This design comes from an exercise in tuning for small area on the open sky130 flow, not from production work. The RTL was checked by simulation tests, not by an equivalence proof against the original design. Power and IR drop assume default switching activity. No driver is modelled on the clock port, so clocking that relies on it looks cheaper here than on a real chip.

==> design.v <==
package speckle_pkg;
    localparam int ROWS    = 24;
    localparam int COLS    = 24;
    localparam int NB_DATA = 12;                    
    localparam int DEPTH   = ROWS * COLS;
    localparam int NB_DIV  = 24;                    
    typedef logic [NB_DATA-1:0]       pixel_t;
    typedef logic [$clog2(ROWS)-1:0]  row_t;
    typedef logic [$clog2(COLS)-1:0]  col_t;
    typedef logic [$clog2(DEPTH)-1:0] addr_t;       
    typedef logic [NB_DIV-1:0]        div_t;        
    typedef enum logic {
        MODE_SCAN   = 1'b0,
        MODE_CONFIG = 1'b1
    } mode_e;
    typedef enum logic [2:0] {
        IDLE      = 3'd0,
        SCAN_TRIG = 3'd1,
        SCAN_WAIT = 3'd2,
        CFG_READ  = 3'd3,
        CFG_SEND  = 3'd4,
        CFG_KEY   = 3'd5,
        FINISH    = 3'd6
    } seq_state_e;
    typedef struct packed {
        logic   done;                               
        pixel_t value;
    } adc_rsp_t;
    typedef struct packed {
        logic sclk;
        logic sdata;
        logic key_wr;
    } chip_pins_t;
    typedef struct packed {
        logic valid;
        logic data;                                 
        logic key;                                  
    } shift_req_t;
endpackage
module pixel_counter (
    input  logic               clk,
    input  logic               i_rst_n,
    input  logic               i_clear,
    input  logic               i_step,
    output speckle_pkg::addr_t o_addr,
    output logic               o_last
);
    speckle_pkg::row_t row;
    speckle_pkg::col_t col;
    logic              row_wrap;
    assign row_wrap = (row == speckle_pkg::row_t'(speckle_pkg::ROWS - 1));
    assign o_last   = row_wrap && (col == speckle_pkg::col_t'(speckle_pkg::COLS - 1));
    assign o_addr = speckle_pkg::addr_t'(col) * speckle_pkg::addr_t'(speckle_pkg::ROWS)
                  + speckle_pkg::addr_t'(row);
    always_ff @(posedge clk) begin
        if (!i_rst_n || i_clear) begin
            row <= '0;
            col <= '0;
        end else if (i_step) begin
            if (row_wrap) begin
                row <= '0;
                if (o_last) begin
                    col <= '0;
                end else begin
                    col <= col + 1'b1;
                end
            end else begin
                row <= row + 1'b1;
            end
        end
    end
endmodule
module pixel_ram (
    input  logic                clk,
    input  speckle_pkg::addr_t  i_addr,
    input  logic                i_we,
    input  speckle_pkg::pixel_t i_wdata,
    output speckle_pkg::pixel_t o_rdata
);
    speckle_pkg::pixel_t mem [speckle_pkg::DEPTH];
    always_ff @(posedge clk) begin
        if (i_we) begin
            mem[i_addr] <= i_wdata;
        end
        o_rdata <= mem[i_addr];                     
    end
endmodule
module chip_shifter (
    input  logic                    clk,
    input  logic                    i_rst_n,
    input  speckle_pkg::div_t       i_clk_div,
    input  speckle_pkg::shift_req_t i_req,
    output logic                    o_ready,
    output speckle_pkg::chip_pins_t o_chip
);
    logic              active;                      
    logic              second_half;
    speckle_pkg::div_t phase_cnt;
    logic              half_done;
    assign o_ready   = !active;
    assign half_done = (phase_cnt == i_clk_div);
    always_ff @(posedge clk) begin
        if (!i_rst_n) begin
            active      <= 1'b0;
            second_half <= 1'b0;
            phase_cnt   <= '0;
            o_chip      <= '0;
        end else if (!active) begin
            if (i_req.valid) begin
                active      <= 1'b1;
                second_half <= 1'b0;
                phase_cnt   <= speckle_pkg::div_t'(1);
                if (i_req.key) begin
                    o_chip.key_wr <= 1'b1;          
                end else begin
                    o_chip.sdata <= i_req.data;     
                end
            end
        end else if (half_done) begin
            phase_cnt <= speckle_pkg::div_t'(1);
            if (!second_half) begin
                second_half <= 1'b1;
                o_chip.sclk <= !o_chip.key_wr;      
            end else begin
                active        <= 1'b0;
                o_chip.sclk   <= 1'b0;
                o_chip.key_wr <= 1'b0;
            end
        end else begin
            phase_cnt <= phase_cnt + 1'b1;
        end
    end
endmodule
module mode_sequencer (
    input  logic                    clk,
    input  logic                    i_rst_n,
    input  logic                    i_start,
    input  speckle_pkg::mode_e      i_mode,
    input  speckle_pkg::pixel_t     i_threshold,
    input  speckle_pkg::adc_rsp_t   i_adc,
    input  logic                    i_last,
    input  speckle_pkg::pixel_t     i_ram_rdata,
    input  logic                    i_shift_ready,
    output logic                    o_adc_trigger,
    output logic                    o_cnt_clear,
    output logic                    o_cnt_step,
    output logic                    o_ram_we,
    output speckle_pkg::pixel_t     o_ram_wdata,
    output speckle_pkg::shift_req_t o_shift,
    output logic                    o_busy,
    output logic                    o_done
);
    speckle_pkg::seq_state_e state;
    speckle_pkg::seq_state_e state_next;
    logic                    key_sent;              
    logic                    shift_take;
    assign shift_take  = o_shift.valid && i_shift_ready;
    assign o_busy      = (state != speckle_pkg::IDLE);
    assign o_ram_wdata = i_adc.value;               
    always_comb begin
        state_next  = state;
        o_cnt_clear = 1'b0;
        o_cnt_step  = 1'b0;
        o_ram_we    = 1'b0;
        o_shift     = '0;
        case (state)
            speckle_pkg::IDLE: begin
                if (i_start) begin
                    o_cnt_clear = 1'b1;             
                    if (i_mode == speckle_pkg::MODE_SCAN) begin
                        state_next = speckle_pkg::SCAN_TRIG;
                    end else begin
                        state_next = speckle_pkg::CFG_READ;
                    end
                end
            end
            speckle_pkg::SCAN_TRIG: begin
                state_next = speckle_pkg::SCAN_WAIT;
            end
            speckle_pkg::SCAN_WAIT: begin
                if (i_adc.done) begin
                    o_ram_we   = 1'b1;
                    o_cnt_step = 1'b1;
                    if (i_last) begin
                        state_next = speckle_pkg::FINISH;
                    end else begin
                        state_next = speckle_pkg::SCAN_TRIG;
                    end
                end
            end
            speckle_pkg::CFG_READ: begin
                state_next = speckle_pkg::CFG_SEND;  
            end
            speckle_pkg::CFG_SEND: begin
                o_shift.valid = 1'b1;
                o_shift.data  = (i_ram_rdata > i_threshold);
                if (i_shift_ready) begin
                    o_cnt_step = 1'b1;
                    if (i_last) begin
                        state_next = speckle_pkg::CFG_KEY;
                    end else begin
                        state_next = speckle_pkg::CFG_READ;
                    end
                end
            end
            speckle_pkg::CFG_KEY: begin
                o_shift.valid = !key_sent;
                o_shift.key   = 1'b1;
                if (key_sent && i_shift_ready) begin
                    state_next = speckle_pkg::FINISH;
                end
            end
            speckle_pkg::FINISH: begin
                state_next = speckle_pkg::IDLE;
            end
            default: begin
                state_next = speckle_pkg::IDLE;
            end
        endcase
    end
    always_ff @(posedge clk) begin
        if (!i_rst_n) begin
            state         <= speckle_pkg::IDLE;
            o_adc_trigger <= 1'b0;
            o_done        <= 1'b0;
            key_sent      <= 1'b0;
        end else begin
            state         <= state_next;
            o_adc_trigger <= (state_next == speckle_pkg::SCAN_TRIG);  
            o_done        <= (state == speckle_pkg::FINISH);         
            if (state != speckle_pkg::CFG_KEY) begin
                key_sent <= 1'b0;
            end else if (shift_take) begin
                key_sent <= 1'b1;
            end
        end
    end
endmodule
module speckle_sensor_controller (
    input  logic                    clk,
    input  logic                    i_rst_n,
    input  logic                    i_start,
    input  speckle_pkg::mode_e      i_mode,
    input  speckle_pkg::pixel_t     i_threshold,
    input  speckle_pkg::div_t       i_clk_div,
    input  speckle_pkg::adc_rsp_t   i_adc,
    output logic                    o_adc_trigger,
    output speckle_pkg::chip_pins_t o_chip,
    output logic                    o_busy,
    output logic                    o_done
);
    logic                    cnt_clear;
    logic                    cnt_step;
    logic                    cnt_last;
    speckle_pkg::addr_t      ram_addr;
    logic                    ram_we;
    speckle_pkg::pixel_t     ram_wdata;
    speckle_pkg::pixel_t     ram_rdata;
    speckle_pkg::shift_req_t shift_req;
    logic                    shift_ready;
    mode_sequencer u_mode_sequencer (
        .clk           ( clk           ),
        .i_rst_n       ( i_rst_n       ),
        .i_start       ( i_start       ),
        .i_mode        ( i_mode        ),
        .i_threshold   ( i_threshold   ),
        .i_adc         ( i_adc         ),
        .i_last        ( cnt_last      ),
        .i_ram_rdata   ( ram_rdata     ),
        .i_shift_ready ( shift_ready   ),
        .o_adc_trigger ( o_adc_trigger ),
        .o_cnt_clear   ( cnt_clear     ),
        .o_cnt_step    ( cnt_step      ),
        .o_ram_we      ( ram_we        ),
        .o_ram_wdata   ( ram_wdata     ),
        .o_shift       ( shift_req     ),
        .o_busy        ( o_busy        ),
        .o_done        ( o_done        )
    );
    pixel_counter u_pixel_counter (
        .clk     ( clk       ),
        .i_rst_n ( i_rst_n   ),
        .i_clear ( cnt_clear ),
        .i_step  ( cnt_step  ),
        .o_addr  ( ram_addr  ),
        .o_last  ( cnt_last  )
    );
    pixel_ram u_pixel_ram (
        .clk     ( clk       ),
        .i_addr  ( ram_addr  ),
        .i_we    ( ram_we    ),
        .i_wdata ( ram_wdata ),
        .o_rdata ( ram_rdata )
    );
    chip_shifter u_chip_shifter (
        .clk       ( clk         ),
        .i_rst_n   ( i_rst_n     ),
        .i_clk_div ( i_clk_div   ),
        .i_req     ( shift_req   ),
        .o_ready   ( shift_ready ),
        .o_chip    ( o_chip      )
    );
endmodule
==> run.sh <==
#!/bin/bash
# synth_recipe.tcl (not shown) runs the flow's synth.tcl, then flattens the netlist and writes it again
# the make line also repeats each setting of config.mk as NAME=value (left out here)
make -C /OpenROAD-flow-scripts/flow DESIGN_CONFIG=/design/flow/config.mk WORK_HOME=/design/flow/orfs CLKGATE_MAP_FILE= SYNTH_SCRIPT=/design/flow/synth_recipe.tcl finish
==> config.mk <==
export PLATFORM = sky130hd
export DESIGN_NAME = speckle_sensor_controller
export DESIGN_NICKNAME = speckle_sensor_controller
export VERILOG_FILES = /design/flow/design.v
export SDC_FILE = /design/flow/constraint.sdc
export NUM_CORES = 4
export LEC_CHECK = 0
export CAP_MARGIN = 20
export CORE_MARGIN = 2
export CORE_UTILIZATION = 45
export SLEW_MARGIN = 20
export SYNTH_MEMORY_MAX_BITS = 8192
==> constraint.sdc <==
create_clock -name core_clock -period 10.0 [get_ports {clk}]
set_input_delay 2.0000 -clock core_clock [delete_from_list [all_inputs] [get_ports {clk}]]
set_output_delay 2.0000 -clock core_clock [all_outputs]
set_load 0.01 [all_outputs]
==> run_results.csv, run 1 <==
group,metric,value,unit
synthesis,yosysTopAreaCell,"edfxtp_1",
pwr,pwr_density_cell,194.6,mW/mm^2
clock_tree,cts_hold_buf,0,
cells_and_area,fillCellCount,47260,
run_status,status,"complete, no violations",
pwr,ir_drop,240.9,uV
floorplan,pin_count,59,
synthesis,syn_avg_cell_area,19.13,sq um
timing,slew_headroom,0.1663,
placement,place.gp.congestion,0.9105,
setup_path,critical_path_class,"reg -> reg",
synthesis,synthFlopType,"edfxtp_1",
setup_path,worstPathRequired,10930,ps
clock_tree,clockBufferDepth,4,
routing,final_antenna_net_count,0,
timing,min_period,6889,ps
cells_and_area,area_growth,12.56,%
floorplan,die_h,776.5,um
clock_tree,clock_sinks,6969,
synthesis,synth_warnings,4,
floorplan,num_rows,283,
timing,clock_skew,115.6,ps
pwr,p_leak,88.32,nW
global_routing,grt_pass1_wl,1186000,um
routing,num_vias,148100,
setup_path,timing.critical_path.from_type,"flip-flop",
routing,avgRoutedWirePerCell,38.76,um
global_routing,grt_overflow_total,0,
timing,timing.fmax,145.2,MHz
cells_and_area,layout.cells.non_filler,22850,
setup_path,worst-path-max-fanout,69,
routing,drt_iter0_drc,24620,
synthesis,mappedNetlistArea,0.2686,sq mm
synthesis,ys_top_cells_by_count,"6,912 x edfxtp_1, 2,441 x mux2i_1, 1,204 x o22ai_1",
synthesis,syn_inst,14040,
routing,drt_wl_total,885400,um
setup_path,cpMostUsedCell,"buf_4",
clock_tree,clock_latency,1180,ps
timing,hold_viol_final,0,
timing,rsz0062_at_grt,"false",
synthesis,synth_cell_types,83,
timing,whs,469.1,ps
cells_and_area,drive_gt1_frac,0.1557,
clock_tree,cts.clk_slew.worst_paths,60,ps
clock_tree,cts.repair.resized,0,
global_routing,grt_pass1_vias,137800,
setup_path,crit_path_top_delay_cell,"fa_4",
timing,report.final.slew_viol_count,0,
routing,avgViaCountPerCell,6.484,
setup_path,critPathMaxStageDelay,1040,ps
placement,port_buffers,58,
floorplan,dieWidth,776.5,um
synthesis,syn-num-nets,14120,
synthesis,async_flop_share,0,
synthesis,netlist_top_cells_area,"edfxtp_1 77%, mux2i_1 9.1%, mux4_2 4.4%",
synthesis,synth_edf_count,6912,
global_routing,grt_usage,0.2848,
setup_path,endpoint_kind,"flip-flop",
global_routing,antenna_found_initial,61,
synthesis,ys_seq_elements,6969,
synthesis,synth_most_common_cell,"edfxtp_1",
clock_tree,cts_max_level,6,
clock_tree,root_buffer,"clkbuf_16",
setup_path,crit_chain,"ha_1, fa_4, buf_4, nand4bb_4, buf_12, buf_4, o22ai_1, a211oi_1, o2111ai_1, a21oi_1, a311oi_1, o21ai_1, nand4_1",
setup_path,critPathArrivalTime,7810,ps
timing,worst_slew_pin_slew,1251,ps
routing,drcViolationCount,0,
global_routing,grt_start_max_net_pins,148,
synthesis,yosysTopAreaCellShare,0.7729,
timing,setup_tns,0,ps
placement,dp_cells,21510,
routing,dr.pass1.iters,8,
timing,setup_violations,0,
setup_path,crit_family,"compound AO/OA/AOI/OAI gates",
clock_tree,numCtsBuffers,708,
worst_hold_path,hp-class,"reg -> reg",
floorplan,die-area,0.6030,sq mm
floorplan,start_util,0.4520,
timing,fin_crit_sh,0.6889,
setup_path,crit_buf_inv,3,
floorplan,core-area,0.5942,sq mm
clock_tree,cts_tree,"done",
run,cap_violations,0,
cells_and_area,final_nets,14480,
clock_tree,post_cts_buffers,0,
synthesis,yosysSeqAreaShare,0.7771,
placement,place_hpwl,536600,um
==> registers in the layout, summed over array words and instances, names as in the netlist, 3 cells and up <==
register	cells
u_pixel_ram.mem	6912
u_chip_shifter.phase_cnt	24
u_pixel_ram.o_rdata	12
u_pixel_counter.col	5
u_pixel_counter.row	5
u_chip_shifter.o_chip	3
u_mode_sequencer.state	3
==> power breakdown <==
group | internal [mW] | switching [mW] | leakage (nW) | total [mW]
combinational | 0.313 | 1.03 | 15.1 | 1.34
clock | 13.9 | 11.4 | 10.6 | 25.4
sequential | 32.1 | 0.0197 | 62.6 | 32.1
==> worst register-to-register path: cells and delay by family (launching register included) <==
| family | cells | cell delay, ps |
|---|---|---|
| flops | 1 | 470 |
| compound gates | 6 | 2640 |
| simple gates | 2 | 600 |
| buf+inv | 3 | 1600 |
| fa+ha+maj | 2 | 1360 |
==> metrics by stage <==
step / utilization / worst slack (ps) / total power, mW / instance area, sq um
2_1_floorplan: - / 5914 / 33.16 / 268600
3_3_place_gp: 0.4692 / 3388 / 34.06 / 278800
3_5_place_dp: 0.4706 / 3433 / 34.07 / 279600
4_1_cts: 0.5075 / 3398 / 58.94 / 301600
5_1_grt: 0.5086 / 3227 / 60.09 / 302200
6_report: 0.5088 / 3111 / 58.83 / 302300
==> cells in the final DEF, fill, tap and decap left out, types with 34 or more instances in the layout <==
master           instances
clkinv_2                97
nand3_1                107
clkbuf_16              711
nor3_1                  47
nor2_1                 353
edfxtp_1              6912
buf_12                  72
nand2_4                 34
clkbuf_1               208
a22oi_1                115
o22ai_1               1204
diode_2                 41
o21ai_0                 41
nor4_1                 251
clkdlybuf4s50_1         46
nand4_1                 66
nand2_1                161
mux4_2                 525
dfxtp_1                 54
nor2_2                 299
mux2i_1               2438
buf_4                  338
a21oi_1                 97
a31oi_1                 39
clkinv_1               155
==> per-layer routing <==
layer,wire (um),global-route usage
met5,275,0
met3,108700,0.07162
met2,396200,0.4262
met1,337800,0.4008
met4,42440,0.1177
==> layout make-up <==
cell class	count	area (sq um)	area share
Clock buffer	928	18700	0.06185
Multi-Input combinational cell	6200	56540	0.1870
Inverter	26	102.6	0.0003394
Antenna cell	41	102.6	0.0003394
Sequential cell	6969	208700	0.6904
Tap cell	7837	9806	0.03244
Clock inverter	348	3253	0.01076
Timing Repair Buffer	497	5076	0.01679
==> worst paths after layout <==
kind                                                  from                         end  slack [ps]  cells after the start
worst min-delay path            u_chip_shifter.second_half  u_chip_shifter.second_half         470                      2
worst min register to register  u_chip_shifter.second_half  u_chip_shifter.second_half         470                      2
worst max-delay path                u_pixel_counter.col[0]      u_pixel_ram.o_rdata[4]        3110                     13
worst max register to register      u_pixel_counter.col[0]      u_pixel_ram.o_rdata[4]        3110                     13
==> cell families (layout without fill, tap and decap cells) <==
logic type | after synthesis | after routing | share of synthesized area
flip-flops | 6969 | 6969 | 0.7771
other | 0 | 41 | 0
adder cells (fa/ha/maj) | 29 | 29 | 0.001407
AO/OA/AOI/OAI | 1676 | 1676 | 0.04046
XOR/XNOR | 43 | 43 | 0.001402
multiplexers | 2979 | 2979 | 0.1356
AND/OR/NAND/NOR | 1473 | 1473 | 0.02598
buffers and inverters | 872 | 1799 | 0.01809
==> inputs of run 2 (changes only) <==
--- a/design.v
+++ b/design.v
@@ -43,29 +43,13 @@
     input  logic               i_clear,
     input  logic               i_step,
-    output speckle_pkg::addr_t o_addr,
     output logic               o_last
 );
-    speckle_pkg::row_t row;
-    speckle_pkg::col_t col;
-    logic              row_wrap;
-    assign row_wrap = (row == speckle_pkg::row_t'(speckle_pkg::ROWS - 1));
-    assign o_last   = row_wrap && (col == speckle_pkg::col_t'(speckle_pkg::COLS - 1));
-    assign o_addr = speckle_pkg::addr_t'(col) * speckle_pkg::addr_t'(speckle_pkg::ROWS)
-                  + speckle_pkg::addr_t'(row);
+    speckle_pkg::addr_t cnt;
+    assign o_last = (cnt == speckle_pkg::addr_t'(speckle_pkg::DEPTH - 1));
     always_ff @(posedge clk) begin
         if (!i_rst_n || i_clear) begin
-            row <= '0;
-            col <= '0;
+            cnt <= '0;
         end else if (i_step) begin
-            if (row_wrap) begin
-                row <= '0;
-                if (o_last) begin
-                    col <= '0;
-                end else begin
-                    col <= col + 1'b1;
-                end
-            end else begin
-                row <= row + 1'b1;
-            end
+            cnt <= o_last ? '0 : cnt + 1'b1;
         end
     end
@@ -73,15 +57,16 @@
 module pixel_ram (
     input  logic                clk,
-    input  speckle_pkg::addr_t  i_addr,
-    input  logic                i_we,
+    input  logic                i_shift,
+    input  logic                i_load,
     input  speckle_pkg::pixel_t i_wdata,
-    output speckle_pkg::pixel_t o_rdata
-);
-    speckle_pkg::pixel_t mem [speckle_pkg::DEPTH];
-    always_ff @(posedge clk) begin
-        if (i_we) begin
-            mem[i_addr] <= i_wdata;
-        end
-        o_rdata <= mem[i_addr];                     
+    output speckle_pkg::pixel_t o_head
+);
+    localparam int NB = speckle_pkg::DEPTH * speckle_pkg::NB_DATA;
+    logic [NB-1:0] frame;
+    assign o_head = frame[speckle_pkg::NB_DATA-1:0];
+    always_ff @(posedge clk) begin
+        if (i_shift) begin
+            frame <= {(i_load ? i_wdata : o_head), frame[NB-1:speckle_pkg::NB_DATA]};
+        end
     end
 endmodule
@@ -253,5 +238,4 @@
     logic                    cnt_step;
     logic                    cnt_last;
-    speckle_pkg::addr_t      ram_addr;
     logic                    ram_we;
     speckle_pkg::pixel_t     ram_wdata;
@@ -259,4 +243,6 @@
     speckle_pkg::shift_req_t shift_req;
     logic                    shift_ready;
+    logic                    cfg_take;
+    assign cfg_take = shift_req.valid && !shift_req.key && shift_ready;
     mode_sequencer u_mode_sequencer (
         .clk           ( clk           ),
@@ -283,13 +269,12 @@
         .i_clear ( cnt_clear ),
         .i_step  ( cnt_step  ),
-        .o_addr  ( ram_addr  ),
         .o_last  ( cnt_last  )
     );
     pixel_ram u_pixel_ram (
-        .clk     ( clk       ),
-        .i_addr  ( ram_addr  ),
-        .i_we    ( ram_we    ),
-        .i_wdata ( ram_wdata ),
-        .o_rdata ( ram_rdata )
+        .clk     ( clk                   ),
+        .i_shift ( ram_we || cfg_take    ),
+        .i_load  ( ram_we                ),
+        .i_wdata ( ram_wdata             ),
+        .o_head  ( ram_rdata             )
     );
     chip_shifter u_chip_shifter (
--- a/config.mk
+++ b/config.mk
@@ -8,5 +8,7 @@
 export CAP_MARGIN = 20
 export CORE_MARGIN = 2
-export CORE_UTILIZATION = 45
+export CORE_UTILIZATION = 70
+export CTS_BUF_LIST = sky130_fd_sc_hd__clkbuf_4 sky130_fd_sc_hd__clkbuf_8
+export CTS_CLUSTER_SIZE = 30
 export SLEW_MARGIN = 20
 export SYNTH_MEMORY_MAX_BITS = 8192
==> run_results.csv, run 2 <==
group,metric,value,unit
setup_path,rr_startpoint,"u_chip_shifter.active",
clock_tree,cts_max_level,7,
worst_hold_path,hp-class,"reg -> reg",
floorplan,pin_count,59,
setup_path,r2r-end,"u_pixel_ram.frame[1578]",
worst_hold_path,hp-start,"u_pixel_ram.frame[2206]",
global_routing,grt_overflow_total,0,
routing,drcViolationCount,0,
routing,avgViaCountPerCell,5.425,
timing,report.final.slew_viol_count,0,
clock_tree,cts.clk_slew.worst_paths,60,ps
cells_and_area,largest_reg_flops,6912,
clock_tree,clock_latency,1220,ps
clock_tree,clock_sinks,6957,
clock_tree,cts.repair.resized,0,
cells_and_area,final_cell_mix,"6,912 x edfxtp_1, 1,110 x clkbuf_8, 334 x clkbuf_4",
synthesis,synth_most_common_cell,"edfxtp_1",
synthesis,syn-num-nets,7333,
clock_tree,numCtsBuffers,1098,
setup_path,reg2reg_slack,5980,ps
pwr,p_leak,53.73,nW
pwr,pwr_density_cell,231.5,mW/mm^2
synthesis,netlist_top_cells_area,"edfxtp_1 99%, dfxtp_1 0.43%, xnor2_1 0.12%",
clock_tree,post_cts_buffers,0,
setup_path,worstPathRequired,8000,ps
cells_and_area,drive_gt1_frac,0.1801,
timing,whs,361.6,ps
global_routing,grt_usage,0.1674,
cells_and_area,top_register,"u_pixel_ram.frame",
routing,drt_iter0_drc,7434,
setup_path,endpoint_kind,"output pin",
timing,timing.fmax,220.8,MHz
timing,slew_headroom,0.2369,
timing,clock_skew,89.42,ps
setup_path,timing.critical_path.from_type,"flip-flop",
timing,setup_tns,0,ps
synthesis,synth_warnings,4,
synthesis,synth_edf_count,6912,
global_routing,grt_start_max_net_pins,213,
floorplan,dieWidth,552.3,um
floorplan,num_rows,201,
global_routing,grt_pass1_wl,388400,um
clock_tree,root_buffer,"clkbuf_8",
routing,dr.pass1.iters,6,
worst_hold_path,min_to,"u_pixel_ram.frame[2194]",
routing,avgRoutedWirePerCell,19.40,um
setup_path,critical_path_class,"reg -> out",
run,cap_violations,0,
cells_and_area,reg.largest.list,"u_pixel_ram.frame x6912, u_chip_shifter.phase_cnt x24, u_pixel_counter.cnt x10",
floorplan,start_util,0.7027,
synthesis,synthFlopType,"edfxtp_1",
routing,final_antenna_net_count,0,
timing,setup_violations,0,
global_routing,antenna_found_initial,20,
run_status,status,"complete, no violations",
floorplan,die-area,0.3051,sq mm
pwr,ir_drop,166.6,uV
pwr,fin_total_pwr,54.72,mW
setup_path,reg2regPathDepth,6,
placement,place.gp.congestion,0.7718,
synthesis,synth_cell_types,51,
routing,drt_wl_total,254500,um
clock_tree,cts_tree,"done",
floorplan,core-area,0.2995,sq mm
synthesis,yosysTopAreaCell,"edfxtp_1",
timing,fin_crit_sh,0.4528,
clock_tree,clockBufferDepth,5,
timing,hold_viol_final,0,
cells_and_area,final_nets,8551,
synthesis,yosysSeqAreaShare,0.9905,
timing,worst_slew_pin_slew,1145,ps
synthesis,ys_seq_elements,6957,
timing,rsz0062_at_grt,"false",
synthesis,syn_inst,7266,
worst_hold_path,hold_depth,0,
placement,port_buffers,58,
cells_and_area,final_common_cell,"edfxtp_1",
placement,place_hpwl,108800,um
synthesis,async_flop_share,0,
setup_path,worst-path-max-fanout,12,
synthesis,mappedNetlistArea,0.2105,sq mm
setup_path,critPathArrivalTime,2530,ps
timing,min_period,4528,ps
routing,num_vias,71160,
cells_and_area,area_growth,12.31,%
global_routing,grt_pass1_vias,69810,
floorplan,die_h,552.3,um
synthesis,ys_top_cells_by_count,"6,912 x edfxtp_1, 45 x dfxtp_1, 32 x nor2_1",
synthesis,yosysTopAreaCellShare,0.9862,
synthesis,syn_avg_cell_area,28.97,sq um
clock_tree,cts_hold_buf,0,
-- run 2: layer usage --
metal | track usage | share of wire | routed length [um] | vias up
met5 | 0 | 0.000047 | 12 | -
met1 | 0.2890 | 0.52 | 131700 | 36540
met3 | 0.04179 | 0.053 | 13450 | 644
met4 | 0.08854 | 0.029 | 7367 | 2
li1 | - | - | - | 32180
met2 | 0.1987 | 0.40 | 102000 | 1791
-- run 2: area by class of cell --
class                           instances  area (sq um)
Timing Repair Buffer                  134          1579
Clock inverter                        329          1649
Inverter                               18         67.56
Multi-Input combinational cell        275          1887
Sequential cell                      6957        208500
Clock buffer                         1444         17780
Tap cell                             3958          4952
Antenna cell                            2         5.005
Fill cell                           14030         63140
-- run 2: cell families (layout without fill, tap and decap cells) --
logic type | Yosys count | after routing | synth area share
other | 0 | 2 | 0
DFF | 6957 | 6957 | 0.9905
xor gates and xnor gates | 39 | 39 | 0.001623
and+or+nand+nor | 137 | 137 | 0.003597
AOI/OAI and AO/OA | 74 | 74 | 0.002259
muxes | 11 | 11 | 0.0005886
adders and majority gates | 14 | 14 | 0.0008323
buffers and inverters | 34 | 1925 | 0.0006301
-- run 2: where the power goes --
group          total [mW]  internal [mW]  switching (mW)
logic               0.935         0.0959           0.839
clock network        21.4           11.6            9.81
registers            32.4           32.3          0.0405
total                54.7           44.0            10.7
-- run 2: per-stage QoR --
step           setup WS (ps)  instance area [sq um]  utilization  std cells
6_report                5472                 236400       0.7892      13120
5_1_grt                 5294                 236400       0.7892      13120
4_1_cts                 5277                 236300       0.7891      13110
3_5_place_dp            4200                 216900       0.7242      11340
3_3_place_gp            4329                 216900       0.7242      11340
2_1_floorplan         -11650                 210500            -       7266
-- run 2: worst max path at each step --
stage,startpoint,end,slack (ps),cells past startpoint
after global placement,i_adc[12],u_pixel_ram.frame[1590],4330,6
after floorplan,i_adc[12],u_pixel_counter.cnt[5],-11650,7
final,u_mode_sequencer.state[1],o_busy,5470,2
after global routing,u_mode_sequencer.state[1],o_busy,5290,2
after detailed placement,i_adc[12],u_pixel_ram.frame[1581],4200,6
after CTS,u_mode_sequencer.state[1],o_busy,5280,2
-- run 2: critical path, cell delays in order (launching register included) --
cell,delay [ps]
dfxtp_1,410
or3_1,430
clkdlybuf4s50_1,520
==> inputs of run 3 (changes only) <==
--- a/config.mk
+++ b/config.mk
@@ -9,6 +9,7 @@
 export CORE_MARGIN = 2
 export CORE_UTILIZATION = 70
-export CTS_BUF_LIST = sky130_fd_sc_hd__clkbuf_4 sky130_fd_sc_hd__clkbuf_8
-export CTS_CLUSTER_SIZE = 30
+export CTS_BUF_LIST = sky130_fd_sc_hd__clkbuf_16
+export CTS_CLUSTER_DIAMETER = 50
+export CTS_CLUSTER_SIZE = 24
 export SLEW_MARGIN = 20
 export SYNTH_MEMORY_MAX_BITS = 8192
==> run_results.csv, run 3 <==
group,metric,value,unit
cells_and_area,top_register,"u_pixel_ram.frame",
timing,setup_violations,0,
routing,final_antenna_net_count,0,
global_routing,grt_pass1_wl,376800,um
global_routing,grt_start_max_net_pins,213,
cells_and_area,multiInputGateArea,0.001887,sq mm
cells_and_area,largest_reg_flops,6912,
pwr,intPower,43.64,mW
pwr,switching_share,0.2026,
setup_path,crit_path_top_delay_cell,"buf_4",
global_routing,grt_usage,0.1593,
clock_tree,numCtsBuffers,529,
worst_hold_path,hold_depth,0,
setup_path,critPathMaxStageDelay,520,ps
synthesis,syn-num-nets,7333,
cells_and_area,register_area,0.2085,sq mm
setup_path,endpoint_kind,"flip-flop",
synthesis,mappedNetlistArea,0.2105,sq mm
pwr,power.switching,11.09,mW
timing,slew_headroom,0.2230,
synthesis,async_flop_share,0,
pwr,p_leak,52.44,nW
routing,num_vias,68260,
synthesis,ys_seq_elements,6957,
cells_and_area,fin_util,0.7850,
pwr,pwr_density_cell,232.8,mW/mm^2
synthesis,yosysSeqAreaShare,0.9905,
setup_path,cp_num_cells,7,
synthesis,synthFlopType,"edfxtp_1",
synthesis,yosysTopAreaCell,"edfxtp_1",
routing,dr.pass1.iters,5,
pwr,power_frac_clock,0.392,
timing,report.final.slew_viol_count,0,
clock_tree,cts_hold_buf,0,
synthesis,synth_edf_count,6912,
timing,worst_slew_pin_slew,1165,ps
setup_path,critical_path_class,"in -> reg",
clock_tree,cts.repair.resized,0,
setup_path,crit_family,"buffers and inverters",
timing,setup_tns,0,ps
floorplan,die-area,0.3051,sq mm
cells_and_area,final_common_cell,"edfxtp_1",
clock_tree,post_cts_buffers,0,
synthesis,netlist_top_cells_area,"edfxtp_1 99%, dfxtp_1 0.43%, xnor2_1 0.12%",
routing,drt_iter0_drc,7528,
timing,clock_skew,34.24,ps
timing,timing.fmax,217.1,MHz
global_routing,grt_overflow_total,0,
synthesis,ys_top_cells_by_count,"6,912 x edfxtp_1, 45 x dfxtp_1, 32 x nor2_1",
setup_path,cpMostUsedCell,"buf_12",
routing,avgViaCountPerCell,5.544,
synthesis,synth_cell_types,51,
cells_and_area,reg.largest.list,"u_pixel_ram.frame x6912, u_chip_shifter.phase_cnt x24, u_pixel_counter.cnt x10",
pwr,seqPwrFrac,0.591,
floorplan,start_util,0.7027,
setup_path,critPathArrivalTime,5250,ps
timing,rsz0062_at_grt,"false",
timing,whs,391.5,ps
cells_and_area,area_growth,11.71,%
setup_path,timing.critical_path.from_type,"primary input",
floorplan,num_rows,201,
pwr,ir_drop,175.3,uV
run_status,status,"complete, no violations",
placement,port_buffers,58,
clock_tree,clockBufferDepth,4,
placement,place.gp.congestion,0.7718,
routing,drt_wl_total,248700,um
global_routing,antenna_found_initial,19,
timing,hold_viol_final,0,
timing,fin_crit_sh,0.4606,
routing,avgRoutedWirePerCell,20.20,um
clock_tree,cts_max_level,6,
setup_path,crit_buf_inv,5,
synthesis,syn_inst,7266,
synthesis,synth_most_common_cell,"edfxtp_1",
clock_tree,clock_latency,980,ps
timing,min_period,4606,ps
global_routing,grt_pass1_vias,65040,
cells_and_area,fillCellCount,14210,
cells_and_area,drive_gt1_frac,0.1208,
clock_tree,cts.clk_slew.worst_paths,70,ps
clock_tree,cts_tree,"done",
synthesis,syn_avg_cell_area,28.97,sq um
pwr,power_frac_comb,0.017,
routing,drcViolationCount,0,
clock_tree,root_buffer,"clkbuf_16",
floorplan,core-area,0.2995,sq mm
setup_path,crit_chain,"clkdlybuf4s50_1, nor4bb_2, nand2b_4, buf_16, buf_12, buf_12, buf_4",
cells_and_area,final_nets,7982,
setup_path,worst-path-max-fanout,118,
cells_and_area,fin_area,0.2351,sq mm
floorplan,dieWidth,552.3,um
setup_path,worstPathRequired,10640,ps
synthesis,synth_warnings,4,
floorplan,pin_count,59,
run,cap_violations,0,
setup_path,reg2regPathDepth,6,
cells_and_area,final_cell_mix,"6,912 x edfxtp_1, 543 x clkbuf_16, 82 x inv_6",
floorplan,die_h,552.3,um
worst_hold_path,hp-class,"reg -> reg",
placement,place_hpwl,108800,um
synthesis,yosysTopAreaCellShare,0.9862,
placement,placed_cell_area,0.2169,sq mm
clock_tree,clock_sinks,6957,
==> run 3: cells by family after synthesis <==
group | synth area share
mux | 0.0005886
compound gates | 0.002259
fa+ha+maj | 0.0008323
flops | 0.9905
buf+inv | 0.0006301
simple gates | 0.003597
xor+xnor | 0.001623
==> run 3: through the flow <==
step / instances / worst slack (ps) / power, mW
2_1_floorplan: 7266 / -11650 / 35.21
3_3_place_gp: 11340 / 4329 / 33.92
3_5_place_dp: 11340 / 4200 / 33.97
4_1_cts: 12310 / 5341 / 55.48
5_1_grt: 12310 / 5229 / 56.61
6_report: 12310 / 5394 / 54.73
==> run 3: layout make-up <==
cell class                      instances  area share
Timing Repair Buffer                  134    0.006716
Clock inverter                        425     0.01948
Tap cell                             3958     0.02106
Inverter                               18   0.0002874
Clock buffer                          543     0.05779
Antenna cell                            2  0.00002129
Sequential cell                      6957      0.8866
Multi-Input combinational cell        275    0.008025
==> run 3: power groups by stage <==
stage / Clock (mW) / Combinational, mW / Sequential [mW]
3_5_place_dp: 0 / 0.976 / 33.0
5_1_grt: 23.2 / 1.05 / 32.3
3_3_place_gp: 0 / 0.931 / 33.0
6_report: 21.5 / 0.933 / 32.3
4_1_cts: 22.2 / 0.954 / 32.3
2_1_floorplan: 0 / 0.653 / 34.6
==> run 3: path summary, 6_finish.rpt <==
path / start / endpoint / slack [ps]
max: i_adc[12] / u_pixel_ram.frame[1630] / 5390
max reg2reg: u_chip_shifter.active / u_pixel_ram.frame[1630] / 6020
min reg2reg: u_pixel_ram.frame[1669] / u_pixel_ram.frame[1657] / 390
min: u_pixel_ram.frame[1669] / u_pixel_ram.frame[1657] / 390
==> run 3: layer usage <==
| metal | GRT usage | wire (um) | up-vias |
|---|---|---|---|
| met1 | 0.2868 | 129300 | 35510 |
| met4 | 0.04645 | 5651 | 0 |
| met5 | 0 | 0 | - |
| li1 | - | - | 30950 |
| met3 | 0.02782 | 11590 | 451 |
| met2 | 0.2036 | 102100 | 1344 |
==> run 3: worst reg2reg max path, stage by stage (launching register included) <==
cell      delay (ps)
dfxtp_1          510
or4b_1           720
nand2b_4         380
buf_16           330
buf_12           470
buf_12           600
buf_4            630
==> inputs of run 4 (changes only) <==
--- a/config.mk
+++ b/config.mk
@@ -10,6 +10,6 @@
 export CORE_UTILIZATION = 70
 export CTS_BUF_LIST = sky130_fd_sc_hd__clkbuf_16
-export CTS_CLUSTER_DIAMETER = 50
-export CTS_CLUSTER_SIZE = 24
+export CTS_CLUSTER_DIAMETER = 40
+export CTS_CLUSTER_SIZE = 32
 export SLEW_MARGIN = 20
 export SYNTH_MEMORY_MAX_BITS = 8192
==> run_results.csv, run 4 <==
group,metric,value,unit
cells_and_area,area_growth,13.09,%
synthesis,synthFlopType,"edfxtp_1",
global_routing,grt_pass1_wl,386900,um
pwr,switching_share,0.2021,
cells_and_area,final_cell_mix,"6,912 x edfxtp_1, 610 x clkbuf_16, 112 x inv_6",
routing,drt_iter0_drc,7467,
routing,drt_wl_total,255700,um
synthesis,async_flop_share,0,
clock_tree,root_buffer,"clkbuf_16",
routing,final_antenna_net_count,0,
setup_path,endpoint_kind,"flip-flop",
synthesis,syn_avg_cell_area,28.97,sq um
timing,fin_crit_sh,0.4630,
clock_tree,clock_latency,1020,ps
timing,timing.fmax,216.0,MHz
cells_and_area,final_common_cell,"edfxtp_1",
routing,avgRoutedWirePerCell,20.54,um
cells_and_area,drive_gt1_frac,0.1333,
pwr,ir_drop,260.6,uV
clock_tree,numCtsBuffers,596,
pwr,power_frac_clock,0.420,
clock_tree,cts.clk_slew.worst_paths,70,ps
clock_tree,clock_sinks,6957,
floorplan,dieWidth,552.3,um
timing,hold_viol_final,0,
synthesis,synth_edf_count,6912,
global_routing,grt_overflow_total,0,
cells_and_area,top_register,"u_pixel_ram.frame",
synthesis,mappedNetlistArea,0.2105,sq mm
clock_tree,post_cts_buffers,0,
synthesis,netlist_top_cells_area,"edfxtp_1 99%, dfxtp_1 0.43%, xnor2_1 0.12%",
routing,dr.pass1.iters,7,
synthesis,synth_warnings,4,
cells_and_area,largest_reg_flops,6912,
timing,slew_headroom,0.2501,
synthesis,yosysSeqAreaShare,0.9905,
timing,worst_slew_pin_slew,1125,ps
floorplan,start_util,0.7027,
pwr,fin_total_pwr,57.34,mW
clock_tree,cts_tree,"done",
synthesis,syn-num-nets,7333,
setup_path,critPathArrivalTime,5270,ps
routing,drcViolationCount,0,
clock_tree,clockBufferDepth,4,
clock_tree,cts_hold_buf,0,
pwr,p_leak,53.83,nW
synthesis,ys_seq_elements,6957,
timing,rsz0062_at_grt,"false",
synthesis,syn_inst,7266,
synthesis,synth_most_common_cell,"edfxtp_1",
floorplan,die_h,552.3,um
floorplan,die-area,0.3051,sq mm
synthesis,ys_top_cells_by_count,"6,912 x edfxtp_1, 45 x dfxtp_1, 32 x nor2_1",
global_routing,grt_start_max_net_pins,213,
routing,num_vias,68690,
timing,setup_violations,0,
cells_and_area,fin_util,0.7946,
worst_hold_path,hp-class,"reg -> reg",
synthesis,yosysTopAreaCellShare,0.9862,
setup_path,worstPathRequired,10640,ps
setup_path,worst-path-max-fanout,118,
global_routing,grt_usage,0.1644,
clock_tree,cts.repair.resized,0,
run_status,status,"complete, no violations",
timing,report.final.slew_viol_count,0,
floorplan,num_rows,201,
timing,whs,399.3,ps
timing,setup_tns,0,ps
placement,dp_cells,11340,
synthesis,synth_cell_types,51,
cells_and_area,final_nets,8049,
setup_path,timing.critical_path.from_type,"primary input",
timing,clock_skew,50.06,ps
routing,avgViaCountPerCell,5.517,
placement,place.gp.congestion,0.7718,
pwr,power_frac_comb,0.016,
cells_and_area,layout.cells.non_filler,12450,
pwr,intPower,45.76,mW
synthesis,yosysTopAreaCell,"edfxtp_1",
global_routing,grt_pass1_vias,66520,
floorplan,core-area,0.2995,sq mm
global_routing,antenna_found_initial,16,
clock_tree,cts_max_level,6,
setup_path,critical_path_class,"in -> reg",
timing,min_period,4630,ps
cells_and_area,reg.largest.list,"u_pixel_ram.frame x6912, u_chip_shifter.phase_cnt x24, u_pixel_counter.cnt x10",
placement,port_buffers,58,
cells_and_area,fillCellCount,13780,
pwr,power.switching,11.59,mW
floorplan,pin_count,59,
pwr,seqPwrFrac,0.564,
run,cap_violations,0,
pwr,pwr_density_cell,240.9,mW/mm^2
placement,place_hpwl,108800,um
## run 4: layer usage
layer / up-vias / GRT usage / share of wire
met3: 504 / 0.03161 / 0.053
li1: 31170 / - / -
met4: 0 / 0.04993 / 0.023
met2: 1476 / 0.2150 / 0.42
met5: - / 0 / 0
met1: 35540 / 0.2877 / 0.51
## run 4: final timing paths
path / from / end / depth (start not counted) / slack [ps]
worst min-delay path: u_pixel_ram.frame[3826] / u_pixel_ram.frame[3814] / 0 / 400
worst max register to register: u_chip_shifter.active / u_pixel_ram.frame[1578] / 6 / 6000
worst min register to register: u_pixel_ram.frame[3826] / u_pixel_ram.frame[3814] / 0 / 400
worst max-delay path: i_adc[12] / u_pixel_ram.frame[1578] / 7 / 5370
## run 4: power groups by stage
stage | Clock [mW] | Sequential [mW] | Combinational [mW]
2_1_floorplan | 0 | 34.6 | 0.653
3_3_place_gp | 0 | 33.0 | 0.931
3_5_place_dp | 0 | 33.0 | 0.976
4_1_cts | 24.8 | 32.3 | 0.954
5_1_grt | 25.8 | 32.3 | 1.06
6_report | 24.1 | 32.3 | 0.935
## run 4: cells by family (layout without fill, tap and decap cells)
group | count (synthesis) | in the layout | share of synthesized area
AOI/OAI and AO/OA | 74 | 74 | 0.002259
xor gates and xnor gates | 39 | 39 | 0.001623
adders and majority gates | 14 | 14 | 0.0008323
buffers and inverters | 34 | 1259 | 0.0006301
DFF | 6957 | 6957 | 0.9905
muxes | 11 | 11 | 0.0005886
other | 0 | 2 | 0
and+or+nand+nor | 137 | 137 | 0.003597
## run 4: worst max-delay path: stages
cell and delay [ps]:
clkdlybuf4s50_1 500, nor4bb_2 260, nand2b_4 460, buf_16 310
buf_12 410, buf_12 480, buf_4 520
## run 4: stage by stage
stage,cell area (sq um),worst slack (ps)
2_1_floorplan,210500,-11650
3_3_place_gp,216900,4329
3_5_place_dp,216900,4200
4_1_cts,238000,5344
5_1_grt,238000,5226
6_report,238000,5370
## run 4: cell type report
cell class                 count  area, sq um  share of cell area
inverter                      18        67.56           0.0002839
sequential                  6957       208500              0.8758
clock buffer                 610        15260             0.06413
antenna                        2        5.005          0.00002103
tap                         3958         4952             0.02081
multi-input combinational    275         1887            0.007927
clock inverter               497         5797             0.02436
timing repair buffer         134         1579            0.006634
==> inputs of run 5 (changes only) <==
--- a/config.mk
+++ b/config.mk
@@ -8,8 +8,5 @@
 export CAP_MARGIN = 20
 export CORE_MARGIN = 2
-export CORE_UTILIZATION = 70
-export CTS_BUF_LIST = sky130_fd_sc_hd__clkbuf_16
-export CTS_CLUSTER_DIAMETER = 40
-export CTS_CLUSTER_SIZE = 32
+export CORE_UTILIZATION = 45
 export SLEW_MARGIN = 20
 export SYNTH_MEMORY_MAX_BITS = 8192
==> run_results.csv, run 5 <==
group,metric,value,unit
synthesis,yosysTopAreaCellShare,0.9862,
synthesis,ys_seq_elements,6957,
setup_path,reg2reg_slack,5640,ps
cells_and_area,largest_reg_flops,6912,
floorplan,start_util,0.4510,
setup_path,worst-path-max-fanout,183,
timing,setup_violations,0,
placement,port_buffers,58,
pwr,switching_share,0.1939,
cells_and_area,layout.cells.non_filler,14810,
timing,clock_skew,38.68,ps
pwr,seqPwrFrac,0.563,
cells_and_area,fillCellCount,35060,
setup_path,crit_chain,"clkdlybuf4s50_1, nor4bb_4, buf_4, nand2b_4, buf_16, buf_12, buf_4",
cells_and_area,area_growth,14.56,%
placement,place.gp.congestion,0.7231,
setup_path,reg2regPathDepth,5,
clock_tree,cts.clk_slew.worst_paths,60,ps
run_status,status,"complete, no violations",
synthesis,syn_avg_cell_area,28.97,sq um
cells_and_area,final_cell_mix,"6,912 x edfxtp_1, 678 x clkbuf_16, 165 x clkinv_1",
setup_path,critPathArrivalTime,5560,ps
synthesis,synthFlopType,"edfxtp_1",
clock_tree,clock_sinks,6957,
setup_path,crit_family,"buffers and inverters",
routing,drt_iter0_drc,7348,
synthesis,synth_warnings,4,
synthesis,yosysTopAreaCell,"edfxtp_1",
worst_hold_path,hp-start,"u_pixel_ram.frame[80]",
setup_path,cpMostUsedCell,"buf_4",
routing,num_vias,69430,
pwr,p_leak,53.93,nW
timing,slew_headroom,0.2318,
timing,worst_slew_pin_slew,1152,ps
synthesis,netlist_top_cells_area,"edfxtp_1 99%, dfxtp_1 0.43%, xnor2_1 0.12%",
pwr,power.switching,11.15,mW
clock_tree,cts_tree,"done",
placement,place_hpwl,98880,um
timing,timing.fmax,204.7,MHz
setup_path,worstPathRequired,10670,ps
worst_hold_path,hp-class,"reg -> reg",
worst_hold_path,min_to,"u_pixel_ram.frame[68]",
global_routing,grt_overflow_total,0,
clock_tree,post_cts_buffers,0,
floorplan,die_h,687.9,um
synthesis,async_flop_share,0,
setup_path,critPathMaxStageDelay,610,ps
placement,pre_cts_ws,3992,ps
synthesis,synth_edf_count,6912,
synthesis,mappedNetlistArea,0.2105,sq mm
timing,report.final.slew_viol_count,0,
clock_tree,numCtsBuffers,668,
routing,avgViaCountPerCell,4.689,
cells_and_area,final_common_cell,"edfxtp_1",
global_routing,grt_pass1_vias,67860,
global_routing,grt_usage,0.1009,
setup_path,rr_startpoint,"u_chip_shifter.active",
timing,postLayoutSetupSlackWorst,5114,ps
pwr,fin_total_pwr,57.47,mW
run,cap_violations,0,
pwr,pwr_density_cell,238.4,mW/mm^2
cells_and_area,fin_area,0.2411,sq mm
routing,drt_wl_total,250200,um
floorplan,core-area,0.4667,sq mm
pwr,power_frac_clock,0.420,
synthesis,syn-num-nets,7333,
cells_and_area,fin_util,0.5167,
timing,setup_tns,0,ps
placement,placed_cell_area,0.2199,sq mm
timing,rsz0062_at_grt,"false",
clock_tree,clockBufferDepth,4,
synthesis,syn_inst,7266,
routing,avgRoutedWirePerCell,16.89,um
setup_path,r2r-end,"u_pixel_ram.frame[4638]",
setup_path,crit_path_top_delay_cell,"buf_4",
setup_path,timing.critical_path.from_type,"primary input",
cells_and_area,final_nets,8129,
synthesis,ys_top_cells_by_count,"6,912 x edfxtp_1, 45 x dfxtp_1, 32 x nor2_1",
pwr,power_frac_comb,0.017,
timing,whs,388.0,ps
routing,final_antenna_net_count,0,
global_routing,antenna_found_initial,13,
floorplan,dieWidth,687.9,um
synthesis,synth_most_common_cell,"edfxtp_1",
timing,min_period,4886,ps
clock_tree,cts_max_level,6,
routing,dr.pass1.iters,7,
worst_hold_path,hold_depth,0,
clock_tree,cts.repair.resized,0,
synthesis,synth_cell_types,51,
clock_tree,clock_latency,1050,ps
timing,hold_viol_final,0,
pwr,intPower,46.32,mW
floorplan,num_rows,251,
floorplan,die-area,0.4732,sq mm
global_routing,grt_pass1_wl,389800,um
global_routing,grt_start_max_net_pins,210,
timing,fin_crit_sh,0.4886,
setup_path,endpoint_kind,"flip-flop",
cells_and_area,reg.largest.list,"u_pixel_ram.frame x6912, u_chip_shifter.phase_cnt x24, u_pixel_counter.cnt x10",
clock_tree,root_buffer,"clkbuf_16",
clock_tree,cts_hold_buf,0,
cells_and_area,top_register,"u_pixel_ram.frame",
floorplan,pin_count,59,
synthesis,yosysSeqAreaShare,0.9905,
pwr,ir_drop,196.1,uV
placement,dp_cells,13590,
setup_path,crit_buf_inv,5,
routing,drcViolationCount,0,
setup_path,critical_path_class,"in -> reg",
cells_and_area,drive_gt1_frac,0.1174,
[run 5: cell families after synthesis]
logic type	synth area share
AOI/OAI and AO/OA	0.002259
xor gates and xnor gates	0.001623
adders and majority gates	0.0008323
buffers and inverters	0.0006301
DFF	0.9905
muxes	0.0005886
and+or+nand+nor	0.003597
[run 5: layer usage]
layer,vias to the layer above,share of wire,global-route usage
met2,1230,0.39,0.1260
met5,-,0,0
met3,586,0.045,0.02198
met4,0,0.032,0.03851
met1,36300,0.53,0.1703
li1,31320,-,-
[run 5: layout make-up]
class | instances | area, sq um | area share
sequential | 6957 | 208500 | 0.8646
clock buffer | 830 | 17600 | 0.07298
tap | 6198 | 7755 | 0.03216
clock inverter | 388 | 3650 | 0.01514
multi-input combinational | 275 | 1896 | 0.007862
timing repair buffer | 142 | 1685 | 0.006990
inverter | 18 | 67.56 | 0.0002802
antenna | 1 | 2.502 | 0.00001038
[run 5: worst max-delay path by stage]
stage,start,endpoint,slack [ps],depth (start not counted)
3_3_place_gp,i_adc[12],u_pixel_ram.frame[2490],3850,6
3_5_place_dp,i_adc[12],u_pixel_ram.frame[2562],3990,7
4_1_cts,i_adc[12],u_pixel_ram.frame[2454],5210,7
2_1_floorplan,i_adc[12],u_pixel_counter.cnt[5],-11650,7
6_report,i_adc[12],u_pixel_ram.frame[4638],5110,7
5_1_grt,i_adc[12],u_pixel_ram.frame[4638],5000,7
[run 5: power groups by stage]
| stage | sequential [mW] | clock (mW) | combinational (mW) |
|---|---|---|---|
| 6_report | 32.4 | 24.1 | 0.953 |
| 5_1_grt | 32.4 | 26.2 | 1.07 |
| 4_1_cts | 32.4 | 25.1 | 0.987 |
| 3_3_place_gp | 33.0 | 0 | 0.940 |
| 2_1_floorplan | 34.6 | 0 | 0.653 |
| 3_5_place_dp | 33.0 | 0 | 1.00 |
==> inputs of run 6 (changes only) <==
==> flow/run.sh (new file) <==
#!/bin/bash
# Standard layout, with the clock tree built from strong buffers driving larger
# sink clusters and without dummy loads.
set -euo pipefail
export CTS_ARGS="-sink_clustering_enable -repair_clock_nets -sink_clustering_size 30 -sink_clustering_max_diameter 80 -buf_list sky130_fd_sc_hd__clkbuf_16 -dont_use_dummy_load"
bash standard.sh > standard.log 2>&1
==> standard.sh (new file) <==
#!/bin/bash
# synth_recipe.tcl (not shown) runs the flow's synth.tcl, then flattens the netlist and writes it again
# the make line also repeats each setting of config.mk as NAME=value (left out here)
make -C /OpenROAD-flow-scripts/flow DESIGN_CONFIG=/design/flow/config.mk WORK_HOME=/design/flow/orfs CLKGATE_MAP_FILE= SYNTH_SCRIPT=/design/flow/synth_recipe.tcl "${@:-finish}"
--- a/config.mk
+++ b/config.mk
@@ -8,5 +8,5 @@
 export CAP_MARGIN = 20
 export CORE_MARGIN = 2
-export CORE_UTILIZATION = 45
+export CORE_UTILIZATION = 70
 export SLEW_MARGIN = 20
 export SYNTH_MEMORY_MAX_BITS = 8192
removed: run.sh
==> run_results.csv, run 6 <==
group,metric,value,unit
floorplan,start_util,0.7027,
cells_and_area,final_cell_mix,"6,912 x edfxtp_1, 270 x clkbuf_16, 58 x clkdlybuf4s50_1",
setup_path,crit_chain,"clkdlybuf4s50_1, nor4bb_2, nand2b_4, buf_16, buf_12, buf_12, buf_4",
setup_path,reg2regPathDepth,6,
clock_tree,clock_latency,900,ps
cells_and_area,final_common_cell,"edfxtp_1",
timing,setup_tns,0,ps
synthesis,async_flop_share,0,
cells_and_area,top_register,"u_pixel_ram.frame",
cells_and_area,area_growth,6.291,%
timing,clock_skew,53.68,ps
synthesis,yosysTopAreaCell,"edfxtp_1",
synthesis,syn-num-nets,7333,
pwr,fin_total_pwr,45.55,mW
floorplan,dieWidth,552.3,um
pwr,seqPwrFrac,0.710,
cells_and_area,drive_gt1_frac,0.04782,
pwr,power_frac_comb,0.020,
routing,avgRoutedWirePerCell,20.27,um
synthesis,ys_seq_elements,6957,
pwr,p_leak,46.86,nW
clock_tree,cts_tree,"done",
synthesis,mappedNetlistArea,0.2105,sq mm
cells_and_area,final_nets,7723,
timing,slew_headroom,0.2090,
synthesis,ys_top_cells_by_count,"6,912 x edfxtp_1, 45 x dfxtp_1, 32 x nor2_1",
cells_and_area,fin_util,0.7469,
setup_path,crit_family,"buffers and inverters",
clock_tree,numCtsBuffers,270,
setup_path,worstPathRequired,10540,ps
timing,hold_viol_final,0,
worst_hold_path,hp-start,"u_pixel_ram.frame[869]",
clock_tree,cts.clk_slew.worst_paths,110,ps
floorplan,die-area,0.3051,sq mm
floorplan,die_h,552.3,um
setup_path,reg2reg_slack,6040,ps
routing,drt_wl_total,235400,um
timing,min_period,4687,ps
synthesis,synth_most_common_cell,"edfxtp_1",
setup_path,rr_startpoint,"u_chip_shifter.active",
setup_path,cpMostUsedCell,"buf_12",
cells_and_area,reg.largest.list,"u_pixel_ram.frame x6912, u_chip_shifter.phase_cnt x24, u_pixel_counter.cnt x10",
global_routing,grt_pass1_vias,60510,
run_status,status,"complete, no violations",
clock_tree,clockBufferDepth,4,
global_routing,grt_overflow_total,0,
routing,final_antenna_net_count,0,
placement,pre_cts_ws,4200,ps
setup_path,r2r-end,"u_pixel_ram.frame[5407]",
worst_hold_path,hold_depth,0,
clock_tree,clock_sinks,6957,
cells_and_area,largest_reg_flops,6912,
timing,timing.fmax,213.4,MHz
clock_tree,cts_hold_buf,0,
synthesis,syn_inst,7266,
floorplan,core-area,0.2995,sq mm
clock_tree,cts_max_level,5,
synthesis,syn_avg_cell_area,28.97,sq um
synthesis,synth_cell_types,51,
global_routing,grt_start_max_net_pins,213,
routing,avgViaCountPerCell,5.661,
synthesis,synthFlopType,"edfxtp_1",
setup_path,endpoint_kind,"flip-flop",
setup_path,critical_path_class,"in -> reg",
floorplan,pin_count,59,
setup_path,critPathArrivalTime,5230,ps
pwr,intPower,37.27,mW
pwr,power.switching,8.277,mW
synthesis,synth_warnings,4,
pwr,ir_drop,167.0,uV
placement,port_buffers,58,
timing,worst_slew_pin_slew,1187,ps
pwr,power_frac_clock,0.270,
setup_path,timing.critical_path.from_type,"primary input",
setup_path,crit_path_top_delay_cell,"buf_12",
setup_path,crit_buf_inv,5,
placement,place.gp.congestion,0.7718,
worst_hold_path,min_to,"u_pixel_ram.frame[857]",
timing,setup_violations,0,
setup_path,critPathMaxStageDelay,520,ps
setup_path,worst-path-max-fanout,118,
clock_tree,post_cts_buffers,0,
synthesis,netlist_top_cells_area,"edfxtp_1 99%, dfxtp_1 0.43%, xnor2_1 0.12%",
global_routing,grt_pass1_wl,354600,um
routing,drcViolationCount,0,
timing,postLayoutSetupSlackWorst,5313,ps
worst_hold_path,hp-class,"reg -> reg",
timing,rsz0062_at_grt,"false",
pwr,pwr_density_cell,203.6,mW/mm^2
timing,whs,380.4,ps
floorplan,num_rows,201,
setup_path,critPathLaunch,"i_adc[12]",
placement,place_hpwl,108800,um
timing,report.final.slew_viol_count,0,
routing,drt_iter0_drc,7679,
synthesis,synth_edf_count,6912,
routing,dr.pass1.iters,7,
clock_tree,cts.repair.resized,0,
synthesis,yosysTopAreaCellShare,0.9862,
timing,fin_crit_sh,0.4687,
global_routing,antenna_found_initial,18,
clock_tree,root_buffer,"clkbuf_16",
global_routing,grt_usage,0.1495,
run,cap_violations,0,
synthesis,yosysSeqAreaShare,0.9905,
routing,num_vias,65750,
pwr,switching_share,0.1817,
## run 6: worst register-to-register path, cell delays in order, from the launching register on
cell      delay (ps)
dfxtp_1          510
or4b_1           720
nand2b_4         380
buf_16           330
buf_12           460
buf_12           630
buf_4            600
## run 6: area by class of cell
| class | count | area [sq um] |
|---|---|---|
| Clock buffer | 270 | 6756 |
| Sequential cell | 6957 | 208500 |
| Antenna cell | 2 | 5.005 |
| Multi-Input combinational cell | 275 | 1887 |
| Inverter | 18 | 67.56 |
| Tap cell | 3958 | 4952 |
| Fill cell | 15470 | 75820 |
| Timing Repair Buffer | 134 | 1579 |
## run 6: metal layers
| metal | up-vias | part of all wire | GRT usage |
|---|---|---|---|
| met1 | 34540 | 0.54 | 0.2772 |
| met5 | - | 0 | 0 |
| met4 | 0 | 0.023 | 0.03885 |
| met2 | 1013 | 0.40 | 0.1904 |
| met3 | 344 | 0.040 | 0.01986 |
| li1 | 29850 | - | - |
## run 6: stage by stage
stage / std cells / area [sq um]
floorplan: 7266 / 210500
global placement: 11340 / 216900
detailed placement: 11340 / 216900
CTS: 11610 / 223700
global route: 11610 / 223700
finish: 11610 / 223700
## run 6: how the worst max path moves through the flow
stage / end / slack (ps) / depth (start not counted)
after floorplan: u_pixel_counter.cnt[5] / -11650 / 7
after global routing: u_pixel_ram.frame[5391] / 5140 / 7
after CTS: u_pixel_ram.frame[1590] / 5230 / 6
final: u_pixel_ram.frame[5407] / 5310 / 7
after global placement: u_pixel_ram.frame[1590] / 4330 / 6
after detailed placement: u_pixel_ram.frame[1581] / 4200 / 6
## run 6: kinds of logic after synthesis
group	after synthesis	synth area share
buf+inv	34	0.0006301
xor+xnor	39	0.001623
fa+ha+maj	14	0.0008323
mux	11	0.0005886
compound gates	74	0.002259
simple gates	137	0.003597
flops	6957	0.9905
## run 6: power groups by stage
stage	Clock, mW	Sequential (mW)	Combinational [mW]
2_1_floorplan	0	34.6	0.653
3_3_place_gp	0	33.0	0.931
3_5_place_dp	0	33.0	0.976
4_1_cts	12.9	32.3	0.955
5_1_grt	13.8	32.3	1.05
6_report	12.3	32.3	0.932
==> inputs of run 7 (changes only) <==
==> flow/run.sh (replaced) <==
#!/bin/bash
# Standard layout, with the clock tree built from strong buffers driving larger
# sink clusters and without dummy loads, and the smallest buffer on the ports.
set -euo pipefail
export CTS_ARGS="-sink_clustering_enable -repair_clock_nets -sink_clustering_size 36 -sink_clustering_max_diameter 80 -buf_list sky130_fd_sc_hd__clkbuf_16 -dont_use_dummy_load"
export BUFFER_PORTS_ARGS="-buffer_cell sky130_fd_sc_hd__buf_1"
bash standard.sh > standard.log 2>&1
--- a/config.mk
+++ b/config.mk
@@ -8,5 +8,6 @@
 export CAP_MARGIN = 20
 export CORE_MARGIN = 2
-export CORE_UTILIZATION = 70
+export CORE_UTILIZATION = 80
+export PLACE_DENSITY = 0.9
 export SLEW_MARGIN = 20
 export SYNTH_MEMORY_MAX_BITS = 8192
==> run_results.csv, run 7 <==
group,metric,value,unit
synthesis,synth_most_common_cell,"edfxtp_1",
synthesis,synth_warnings,4,
floorplan,pin_count,59,
synthesis,yosysSeqAreaShare,0.9905,
synthesis,yosysTopAreaCell,"edfxtp_1",
synthesis,async_flop_share,0,
floorplan,start_util,0.8032,
floorplan,dieWidth,516.9,um
run_status,first-error,"[ERROR DPL-0033] detailed placement checks failed during check placement.",
synthesis,mappedNetlistArea,0.2105,sq mm
synthesis,yosysTopAreaCellShare,0.9862,
synthesis,synthFlopType,"edfxtp_1",
floorplan,die_h,516.9,um
synthesis,ys_top_cells_by_count,"6,912 x edfxtp_1, 45 x dfxtp_1, 32 x nor2_1",
run_status,status,"aborted with a tool error",
placement,port_buffers,58,
placement,place_hpwl,193700,um
synthesis,netlist_top_cells_area,"edfxtp_1 99%, dfxtp_1 0.43%, xnor2_1 0.12%",
floorplan,num_rows,188,
synthesis,ys_seq_elements,6957,
synthesis,synth_edf_count,6912,
synthesis,syn_avg_cell_area,28.97,sq um
placement,place.gp.congestion,0.7860,
synthesis,synth_cell_types,51,
synthesis,syn_inst,7266,
run_status,haltStage,"3_5_place_dp",
synthesis,syn-num-nets,7333,
[run 7: cell counts after synthesis]
Identical to the previous run, type by type.
[run 7: power groups by stage]
stage          Combinational (mW)  Clock [mW]  Sequential (mW)
3_3_place_gp                0.881           0             33.0
2_1_floorplan               0.653           0             34.6
[run 7: how the worst max path moves through the flow]
stage,endpoint,slack [ps],depth (start not counted)
after global placement,u_pixel_ram.frame[3690],4680,5
after floorplan,u_pixel_counter.cnt[5],-11650,7
[run 7: per-stage QoR]
stage	hold WS [ps]	total power [mW]	area [sq um]	setup slack, ps	instances
after global placement	400.1	33.87	215900	4676	10890
after floorplan	400.3	35.21	210500	-11650	7266
[run 7: kinds of logic after synthesis]
logic type	share of synthesized area
xor+xnor	0.001623
fa+ha+maj	0.0008323
simple gates	0.003597
mux	0.0005886
flops	0.9905
buf+inv	0.0006301
compound gates	0.002259

## what the ideal ports hide
How much do the figures lean on ideal ports? The routed layouts below were timed once more, with nothing changed but the port constraints.
Step 1 (the two cells are an assumption about what drives the block):
set clk [get_ports {clk}]
set_driving_cell -lib_cell sky130_fd_sc_hd__clkbuf_16 $clk
set_driving_cell -lib_cell sky130_fd_sc_hd__buf_2 [delete_from_list [all_inputs] $clk]
Step 2 adds t to the input delays and takes it off the output delays; t is the mean of the earliest and latest rising clock arrival at the registers after step 1. Input paths then give back, and output paths get back, about the clock's delay inside the block.
a / b / c = no drivers / after step 1 / after step 2; a / b = the first two.
run | t (ns) | setup slack, ns | hold WS [ns] | worst data-port slew with drivers (ns)
run 1 | 1.245 | 3.111 / 3.111 / 3.111 | 0.469 / 0.469 / 0.469 | 0.12
run 2 | 1.271 | 5.472 / 5.379 / 4.308 | 0.362 / 0.362 / 0.362 | 0.13
run 3 | 1.066 | 5.394 / 5.426 / 4.361 | 0.391 / 0.391 / 0.391 | 0.13
run 4 | 1.089 | 5.370 / 5.403 / 4.314 | 0.399 / 0.399 / 0.399 | 0.13
run 5 | 1.127 | 5.114 / 5.147 / 4.019 | 0.388 / 0.388 / 0.388 | 0.15
run 6 | 0.964 | 5.313 / 5.344 / 4.380 | 0.380 / 0.380 / 0.380 | 0.13
After both steps every run listed still meets setup and hold. For run 2, which loses most, drivers alone change the setup slack by -0.093 ns; drivers and shift together by -1.164 ns.
